Source: an optimization exercise on an open RTL-to-GDS flow (aim: small area and a short achievable clock period). Production flows keep margins and buffers that such runs may drop. At most, simulation tests tie the RTL to the original design; equivalence was not proved. The RTL of run 2 was laid out without a check of its function.

==> flow/design.v (outline; a module is shown in full before it is edited, if it fits) <==
// module grad_top: 3201 lines
module grad_top (
    input  wire logic        clk,
    input  wire logic        rst,
    input  wire logic        in_valid,
    input  wire logic        sof,
    input  wire logic [7:0]  pixel,
    output logic             out_valid,
    output logic [32:0]      grad
);
  // ...
==> flow/flow/run.sh <==
#!/bin/bash
# The standard layout, with the port buffers made from buf_2 cells instead of the
# resizer's default pick (a delay cell), and clkbuf_8 cells at the clock tree's leaves.
set -euo pipefail
export BUFFER_PORTS_ARGS="-buffer_cell sky130_fd_sc_hd__buf_2"
export CTS_ARGS="-sink_clustering_enable -repair_clock_nets -sink_clustering_size 16 -sink_clustering_max_diameter 80 -buf_list {sky130_fd_sc_hd__clkbuf_8 sky130_fd_sc_hd__clkbuf_16} -root_buf sky130_fd_sc_hd__clkbuf_16 -sink_clustering_buffer sky130_fd_sc_hd__clkbuf_8"
bash standard.sh > standard.log 2>&1
==> flow/standard.sh <==
#!/bin/bash
# synth_recipe.tcl (not shown) runs the flow's synth.tcl, then flattens the netlist and writes it again
# the make line also repeats each setting of config.mk as NAME=value (left out here)
make -C /OpenROAD-flow-scripts/flow DESIGN_CONFIG=/design/flow/config.mk WORK_HOME=/design/flow/orfs CLKGATE_MAP_FILE= SYNTH_SCRIPT=/design/flow/synth_recipe.tcl "${@:-finish}"
==> flow/config.mk <==
export PLATFORM = sky130hd
export DESIGN_NAME = grad_top
export DESIGN_NICKNAME = grad_top
export VERILOG_FILES = /design/flow/design.v
export SDC_FILE = /design/flow/constraint.sdc
export NUM_CORES = 4
export LEC_CHECK = 0
export CAP_MARGIN = 20
export CORE_MARGIN = 2
export CORE_UTILIZATION = 70
export SLEW_MARGIN = 20
==> flow/constraint.sdc <==
create_clock -name core_clock -period 26.0 [get_ports {clk}]
set_input_delay 5.2000 -clock core_clock [delete_from_list [all_inputs] [get_ports {clk}]]
set_output_delay 5.2000 -clock core_clock [all_outputs]
set_load 0.01 [all_outputs]
==> run_results.csv, run 1 <==
group,metric,value,unit
clock_tree,cts.reportedPaths.clkPinSlew,0.09,ns
timing,worst_slew_margin_rel,0.361,
synthesis,synthMostInstantiatedCell,"sky130_fd_sc_hd__dfxtp_1",
cells_and_area,layout.cells.largest_class,"flip-flops and latches",
synthesis,synth_simple_gate_area_frac,0.0650,
cells_and_area,final_nets,2656,
min_path,hold_path_end,"p3_dquo[4]$_DFF_P_",
cells_and_area,most_frequent_cells_in_the_layout,"sky130_fd_sc_hd__dfxtp_1 (456), sky130_fd_sc_hd__inv_1 (296), sky130_fd_sc_hd__edfxtp_1 (264)",
placement,placement.cell_area,30200,um2
global_route,global_route.usage.met3,0.0278,
worst_setup_path,critical_path.max_fanout,1,
status,run_status,"no timing/DRC/antenna violations",
timing,worst_slew_pin_slew,0.957,ns
worst_setup_path,regToRegStartpoint,"p3_ndsr[0]$_DFF_P_",
synthesis,synth_top_area_cell,"sky130_fd_sc_hd__dfxtp_1",
synthesis,synth_cell_type_count,71,
min_path,hold_path_class,"flop to flop",
worst_setup_path,worst-r2r-cell-count,23,
die,well_tap_count,539,
die,core,41700,um2
timing,final_clock_period_utilization_by_the_worst_path,0.239,
clock_tree,cts_buffer_depth,3,
synthesis,post-synth-top-area-fraction,0.312,
timing,timing.final.crit_period,6.21,ns
==> run 2: changes to the inputs <==
--- a/flow/design.v
+++ b/flow/design.v
@@ -62,22 +62,96 @@
     assign av = dv[8] ? 8'(-dv[7:0]) : dv[7:0];
     assign ah = dh[8] ? 8'(-dh[7:0]) : dh[7:0];
     assign neg = (dv[8] ^ dh[8]) && (av != 8'd0);
     assign ovf = (ah[7:5] == 3'd0) && (av[7:3] >= ah[4:0]) && (av != 8'd0);
     assign hz  = (ah == 8'd0);
     assign dsr = ovf ? 8'd0 : {ah[7:1], ah[0] | hz};
     logic [8:0] dq0_t;
     assign dq0_t = {{3'd0, av[7:3]}, av[2:0][2]};
-    logic [8:0] dq0_d;
+    logic [8:0] dq0_a, dq0_b;
+    assign dq0_a = dq0_t;
+    assign dq0_b = {1'b0, ah};
+    logic [8:0] dq0_g, dq0_p, dq0_d;
+    logic [9:0] dq0_cy;
     logic dq0_ge;
-    logic [9:0] dq0_x;
-    assign dq0_x = {1'b0, dq0_t} - {1'b0, {1'b0, ah}};
-    assign dq0_d = dq0_x[8:0];
-    assign dq0_ge = !dq0_x[9];
+    assign dq0_g[0] = dq0_a[0] & !dq0_b[0];
+    assign dq0_p[0] = !(dq0_a[0] ^ dq0_b[0]);
+    assign dq0_g[1] = dq0_a[1] & !dq0_b[1];
+    assign dq0_p[1] = !(dq0_a[1] ^ dq0_b[1]);
+    assign dq0_g[2] = dq0_a[2] & !dq0_b[2];
+    assign dq0_p[2] = !(dq0_a[2] ^ dq0_b[2]);
+    assign dq0_g[3] = dq0_a[3] & !dq0_b[3];
+    assign dq0_p[3] = !(dq0_a[3] ^ dq0_b[3]);
+    assign dq0_g[4] = dq0_a[4] & !dq0_b[4];
+    assign dq0_p[4] = !(dq0_a[4] ^ dq0_b[4]);
+    assign dq0_g[5] = dq0_a[5] & !dq0_b[5];
+    assign dq0_p[5] = !(dq0_a[5] ^ dq0_b[5]);
+    assign dq0_g[6] = dq0_a[6] & !dq0_b[6];
+    assign dq0_p[6] = !(dq0_a[6] ^ dq0_b[6]);
+    assign dq0_g[7] = dq0_a[7] & !dq0_b[7];
+    assign dq0_p[7] = !(dq0_a[7] ^ dq0_b[7]);
+    assign dq0_g[8] = dq0_a[8] & !dq0_b[8];
+    assign dq0_p[8] = !(dq0_a[8] ^ dq0_b[8]);
+    logic dq0_G0_m, dq0_P0_m;
+    assign dq0_G0_m = dq0_g[0] | (dq0_p[0] & 1'b1);
+    assign dq0_P0_m = dq0_p[0] & 1'b0;
+    logic dq0_G1_m, dq0_P1_m;
+    assign dq0_G1_m = dq0_g[1] | (dq0_p[1] & dq0_G0_m);
+    assign dq0_P1_m = dq0_p[1] & dq0_P0_m;
+    logic dq0_G2_m, dq0_P2_m;
+    assign dq0_G2_m = dq0_g[2] | (dq0_p[2] & dq0_G1_m);
+    assign dq0_P2_m = dq0_p[2] & dq0_P1_m;
+    logic dq0_G3_m, dq0_P3_m;
+    assign dq0_G3_m = dq0_g[3] | (dq0_p[3] & dq0_G2_m);
+    assign dq0_P3_m = dq0_p[3] & dq0_P2_m;
+    logic dq0_G4_m, dq0_P4_m;
+    assign dq0_G4_m = dq0_g[4] | (dq0_p[4] & dq0_G3_m);
+    assign dq0_P4_m = dq0_p[4] & dq0_P3_m;
+    logic dq0_G5_4, dq0_P5_4;
+    assign dq0_G5_4 = dq0_g[5] | (dq0_p[5] & dq0_g[4]);
+    assign dq0_P5_4 = dq0_p[5] & dq0_p[4];
+    logic dq0_G5_m, dq0_P5_m;
+    assign dq0_G5_m = dq0_G5_4 | (dq0_P5_4 & dq0_G3_m);
+    assign dq0_P5_m = dq0_P5_4 & dq0_P3_m;
+    logic dq0_G6_4, dq0_P6_4;
+    assign dq0_G6_4 = dq0_g[6] | (dq0_p[6] & dq0_G5_4);
+    assign dq0_P6_4 = dq0_p[6] & dq0_P5_4;
+    logic dq0_G6_m, dq0_P6_m;
+    assign dq0_G6_m = dq0_G6_4 | (dq0_P6_4 & dq0_G3_m);
+    assign dq0_P6_m = dq0_P6_4 & dq0_P3_m;
+    logic dq0_G7_4, dq0_P7_4;
+    assign dq0_G7_4 = dq0_g[7] | (dq0_p[7] & dq0_G6_4);
+    assign dq0_P7_4 = dq0_p[7] & dq0_P6_4;
+    logic dq0_G7_m, dq0_P7_m;
+    assign dq0_G7_m = dq0_G7_4 | (dq0_P7_4 & dq0_G3_m);
+    assign dq0_P7_m = dq0_P7_4 & dq0_P3_m;
+    logic dq0_G8_m, dq0_P8_m;
+    assign dq0_G8_m = dq0_g[8] | (dq0_p[8] & dq0_G7_m);
+    assign dq0_P8_m = dq0_p[8] & dq0_P7_m;
+    assign dq0_cy[0] = 1'b1;
+    assign dq0_cy[1] = dq0_G0_m;
+    assign dq0_cy[2] = dq0_G1_m;
+    assign dq0_cy[3] = dq0_G2_m;
+    assign dq0_cy[4] = dq0_G3_m;
+    assign dq0_cy[5] = dq0_G4_m;
+    assign dq0_cy[6] = dq0_G5_m;
+    assign dq0_cy[7] = dq0_G6_m;
+    assign dq0_cy[8] = dq0_G7_m;
+    assign dq0_cy[9] = dq0_G8_m;
+    assign dq0_d[0] = dq0_p[0] ^ dq0_cy[0];
+    assign dq0_d[1] = dq0_p[1] ^ dq0_cy[1];
+    assign dq0_d[2] = dq0_p[2] ^ dq0_cy[2];
+    assign dq0_d[3] = dq0_p[3] ^ dq0_cy[3];
+    assign dq0_d[4] = dq0_p[4] ^ dq0_cy[4];
+    assign dq0_d[5] = dq0_p[5] ^ dq0_cy[5];
+    assign dq0_d[6] = dq0_p[6] ^ dq0_cy[6];
+    assign dq0_d[7] = dq0_p[7] ^ dq0_cy[7];
+    assign dq0_d[8] = dq0_p[8] ^ dq0_cy[8];
+    assign dq0_ge = dq0_cy[9];
     logic [7:0] dq0_r;
     assign dq0_r = dq0_ge ? dq0_d[7:0] : dq0_t[7:0];
     logic [0:0] dq0_q;
     assign dq0_q = {(dq0_ge && av != 8'd0) || ovf};
     logic [7:0] p1_drem;
     logic [7:0] p1_ndsr;
     logic p1_neg;
     logic p1_dquo;
@@ -1560,22 +1634,19 @@
     assign sq4_G3_m = sq4_g[3] | (sq4_p[3] & sq4_G2_m);
     assign sq4_P3_m = sq4_p[3] & sq4_P2_m;
     logic sq4_G4_m, sq4_P4_m;
     assign sq4_G4_m = sq4_g[4] | (sq4_p[4] & sq4_G3_m);
     assign sq4_P4_m = sq4_p[4] & sq4_P3_m;
     logic sq4_G5_m, sq4_P5_m;
     assign sq4_G5_m = sq4_g[5] | (sq4_p[5] & sq4_G4_m);
     assign sq4_P5_m = sq4_p[5] & sq4_P4_m;
-    logic sq4_G6_5, sq4_P6_5;
-    assign sq4_G6_5 = sq4_g[6] | (sq4_p[6] & sq4_g[5]);
-    assign sq4_P6_5 = sq4_p[6] & sq4_p[5];
     logic sq4_G6_m, sq4_P6_m;
-    assign sq4_G6_m = sq4_G6_5 | (sq4_P6_5 & sq4_G4_m);
-    assign sq4_P6_m = sq4_P6_5 & sq4_P4_m;
+    assign sq4_G6_m = sq4_g[6] | (sq4_p[6] & sq4_G5_m);
+    assign sq4_P6_m = sq4_p[6] & sq4_P5_m;
     assign sq4_cy[0] = 1'b1;
     assign sq4_cy[1] = sq4_G0_m;
     assign sq4_cy[2] = sq4_G1_m;
     assign sq4_cy[3] = sq4_G2_m;
     assign sq4_cy[4] = sq4_G3_m;
     assign sq4_cy[5] = sq4_G4_m;
     assign sq4_cy[6] = sq4_G5_m;
     assign sq4_cy[7] = sq4_G6_m;
==> flow/config.mk (replaced) <==
export PLATFORM = sky130hd
export DESIGN_NAME = grad_top
export DESIGN_NICKNAME = grad_top
export VERILOG_FILES = /design/flow/design.v
export SDC_FILE = /design/flow/constraint.sdc
export NUM_CORES = 4
export LEC_CHECK = 0
export CAP_MARGIN = 20
export CORE_MARGIN = 2
export CORE_UTILIZATION = 75
export CTS_CLUSTER_DIAMETER = 80
export CTS_CLUSTER_SIZE = 25
export SLEW_MARGIN = 20
==> run 2 against run 1 <==
Against the previous run:
- still clean
- die area is 6.7% lower
- synthesized cell count is 0.31% lower
- count of clock-buffer cells in the layout is 1 higher
- global-route usage is 3.1 points higher
- fmax hardly changed
- register-to-register slack worse by 0.09 ns
- critical path type unchanged
- highest routed layer unchanged
==> run_results.csv, run 2 <==
group,metric,value,unit
status,run_status,"no timing/DRC/antenna violations",
placement,globalplace.congestion,0.813,
synthesis,synth.top_cells.by_count,"sky130_fd_sc_hd__dfxtp_1 (457), sky130_fd_sc_hd__inv_1 (293), sky130_fd_sc_hd__edfxtp_1 (264), sky130_fd_sc_hd__ha_1 (161), sky130_fd_sc_hd__fa_1 (159)",
min_path,hold_path_class,"flop to flop",
placement,placement.cell_area,30200,um2
cells_and_area,final_nets,2668,
clock_tree,cts-buffers-inserted,51,
timing,clock-skew-final,0.0218,ns
route,vias_after_detailed_routing,15700,
synthesis,synth_enable_flop_cells,264,
cells_and_area,most_frequent_cells_in_the_layout,"sky130_fd_sc_hd__dfxtp_1 (456), sky130_fd_sc_hd__inv_1 (313), sky130_fd_sc_hd__edfxtp_1 (264)",
timing,final.setup.tns,0,ns
die,die_w,202,um
flow_run,maxCapViolations,0,
timing,grt_setup_unrepaired,"no",
worst_setup_path,kind_of_start_point_of_the_critical_path,"flop",
synthesis,synthMostInstantiatedCell,"sky130_fd_sc_hd__dfxtp_1",
timing,timing.final.crit_period,6.21,ns
worst_setup_path,regToRegStartpoint,"p5_ndsr[0]$_DFF_P_",
synthesis,netlist_instances,2248,
worst_setup_path,slowest_stage_cell_cp,"sky130_fd_sc_hd__dfxtp_1",
worst_setup_path,critical_path.n_buffers_inverters,1,
timing,worst_slew_pin_slew,1.03,ns
placement,hpwlAfterDp,33500,um
synthesis,post_synth_main_area_contributors,"sky130_fd_sc_hd__dfxtp_1 (31%), sky130_fd_sc_hd__edfxtp_1 (27%), sky130_fd_sc_hd__fa_1 (11%)",
clock_tree,h-tree-depth,2,
synthesis,asyncSetResetFlopFracSynth,0,
min_path,min-delay-start,"p1_av[2]$_DFF_P_",
worst_setup_path,start_point_of_the_critical_path,"grad[9]$_DFF_P_",
die,design.portCount,46,
die,dieArea,40700,um2
worst_setup_path,timing.critical_path.required,20.80,ns
timing,timing.fmax,0.161,GHz
synthesis,synthesis.area_per_instance,13.0,um2
synthesis,synth_top_area_cell,"sky130_fd_sc_hd__dfxtp_1",
clock_tree,hold_buffers,0,
route,wirelength,45700,um
timing,timing.hold.ws,0.325,ns
route,drt-pass1-iter-count,5,
global_route,grt_antenna_before_repair,0,
clock_tree,number_of_clock_sinks_seen_by_cts,721,
worst_setup_path,criticalPathCategory,"flop to primary output",
clock_tree,worst_skew_pair.late_latency,0.57,ns
die,row_count,72,
worst_setup_path,critical_path.max_fanout,1,
clock_tree,cts.reportedPaths.clkPinSlew,0.10,ns
route,drt_iter0_drc,732,
synthesis,yosys_synthesis_warning_count,2,
cells_and_area,filler_cell_count,2237,
cells_and_area,drive_above_1_share,0.0704,
cells_and_area,finished_core_util,0.804,
timing,timing_max_transition_violations_final,0,
route,wire_per_inst,15.9,um
worst_setup_path,crit_path_max_incr_delay,0.33,ns
die,dieHeight,202,um
placement,placement.io_buffers,45,
global_route,first_global_vias,16400,
timing,worst_slew_margin_rel,0.312,
clock_tree,cts_tree,"built",
timing,final_setup_violation_count,0,
global_route,grt_max_degree,85,
synthesis,most_used_dff_post_synth,"sky130_fd_sc_hd__dfxtp_1",
timing,final_clock_period_utilization_by_the_worst_path,0.239,
synthesis,yosysSeqAreaShare,0.583,
cells_and_area,largest_reg_flops,264,
worst_setup_path,worst_ep_arrival_time,1.01,ns
die,core,38600,um2
cells_and_area,antenna_cells,0,
cells_and_area,final_design_area_no_fill,31100,um2
synthesis,synth_cell_type_count,71,
clock_tree,post-cts-setup-buffers,0,
clock_tree,post_cts.resized_instances,0,
clock_tree,cts_root_buffer,"sky130_fd_sc_hd__clkbuf_16",
worst_setup_path,critical_path.top_delay_family,"flip-flops",
global_route,global_route.overflow_total,0,
route,remaining_drc_errors,0,
die,initial_core_util,0.758,
global_route,first_pass_grt_wire_length,77400,um
cells_and_area,mostFrequentLayoutCell,"sky130_fd_sc_hd__dfxtp_1",
worst_setup_path,worst_setup_path_end_kind,"primary output",
cells_and_area,top_regs,"sr (264), grad (33)",
timing,final-hold-violation-count,0,
route,avgViaCountPerCell,5.47,
cells_and_area,syn2layout_area_growth,6.08,%
synthesis,mappedNetlistArea,29300,um2
synthesis,postSynthRegisterBits,721,
worst_setup_path,timing.critical_path.cells,"buf_2",
global_route,grtUsageTotal,0.236,
clock_tree,cts_buffer_depth,3,
cells_and_area,top_register,"sr",
route,antenna_violating_nets_post_route,0,
synthesis,post-synth-top-area-fraction,0.312,
==> run 2: worst register-to-register path, cell delays in order, from the launching register on <==
cell and delay (ns):
sky130_fd_sc_hd__dfxtp_1 0.39, sky130_fd_sc_hd__inv_1 0.12, sky130_fd_sc_hd__fa_1 0.19, sky130_fd_sc_hd__fa_1 0.16, sky130_fd_sc_hd__inv_1 0.05, sky130_fd_sc_hd__fa_1 0.40
sky130_fd_sc_hd__a21o_1 0.20, sky130_fd_sc_hd__a21o_1 0.20, sky130_fd_sc_hd__a21oi_1 0.22, sky130_fd_sc_hd__nor2b_1 0.07, sky130_fd_sc_hd__nor3_1 0.52, sky130_fd_sc_hd__inv_2 0.23
sky130_fd_sc_hd__nand2_1 0.13, sky130_fd_sc_hd__o21ai_0 0.14, sky130_fd_sc_hd__fa_1 0.43, sky130_fd_sc_hd__fa_1 0.41, sky130_fd_sc_hd__fa_1 0.40, sky130_fd_sc_hd__fa_1 0.42
sky130_fd_sc_hd__fa_1 0.38, sky130_fd_sc_hd__inv_1 0.08, sky130_fd_sc_hd__fa_1 0.15, sky130_fd_sc_hd__o21bai_1 0.15, sky130_fd_sc_hd__a21oi_1 0.22, sky130_fd_sc_hd__mux2_2 0.38
==> run 2: cell type report <==
cell class	count	area, um2	share of cell area
Clock buffer	53	786	0.0253
Clock inverter	23	105	0.00338
Inverter	294	1100	0.0355
Multi-Input combinational cell	1211	11000	0.355
Sequential cell	721	17100	0.550
Tap cell	518	648	0.0209
Timing Repair Buffer	57	315	0.0101
==> run 2: final timing paths <==
check             slack, ns                  to  cells after the start
hold / removal         0.32    p2_av[2]$_DFF_P_                      0
setup reg to reg      19.86  p6_drem[7]$_DFF_P_                     23
setup / recovery      19.79             grad[9]                      1
hold reg to reg        0.32    p2_av[2]$_DFF_P_                      0
==> run 2: cells by family after synthesis <==
logic type               synth area share
XOR/XNOR                           0.0326
AND/OR/NAND/NOR                    0.0659
buffers and inverters              0.0406
flip-flops                          0.583
multiplexers                       0.0408
other                            0.000128
AO/OA/AOI/OAI                      0.0597
adder cells (fa/ha/maj)             0.177
==> run 2: routing by layer <==
| metal | share of wire | global-route usage | vias to the layer above | wire length [um] |
|---|---|---|---|---|
| met2 | 0.52 | 0.427 | 288 | 23700 |
| met1 | 0.41 | 0.284 | 7679 | 18900 |
| met5 | 0 | 0 | - | 0 |
| met4 | 0.032 | 0.0893 | 0 | 1480 |
| met3 | 0.035 | 0.0398 | 99 | 1590 |
| li1 | - | - | 7676 | - |
==> run 2: stage by stage <==
stage	cells	setup slack, ns
floorplan	2249	18.90
global route	2877	19.44
global placement	2801	20.14
CTS	2877	19.75
finish	2877	19.79
detailed placement	2801	19.89

-- port drivers added, routing unchanged --
No port has a modelled driver above. Below, the same layouts with a new extraction and two added sets of constraints. Step 1, drivers: a clkbuf_16 drives clk and a buf_2 each remaining input, both assumed. Step 2 moves the port delays by t, midway between the first and last clock arrival at a register: inputs arrive t later, outputs are due t later. That takes back most of the time a late clock gives input paths. a / b / c = ideal / step 1 / step 2; a / b = the first two.
run | shift t [ns] | setup slack, ns | hold WS [ns] | worst register clock-pin slew, ns
run 1 | 0.623 | 19.788 / 19.734 / 19.954 | 0.323 / 0.323 / 0.323 | 0.11 / 0.11
run 2 | 0.617 | 19.789 / 19.732 / 19.863 | 0.325 / 0.325 / 0.325 | 0.11 / 0.11
After both steps setup and hold are still met in every run listed.
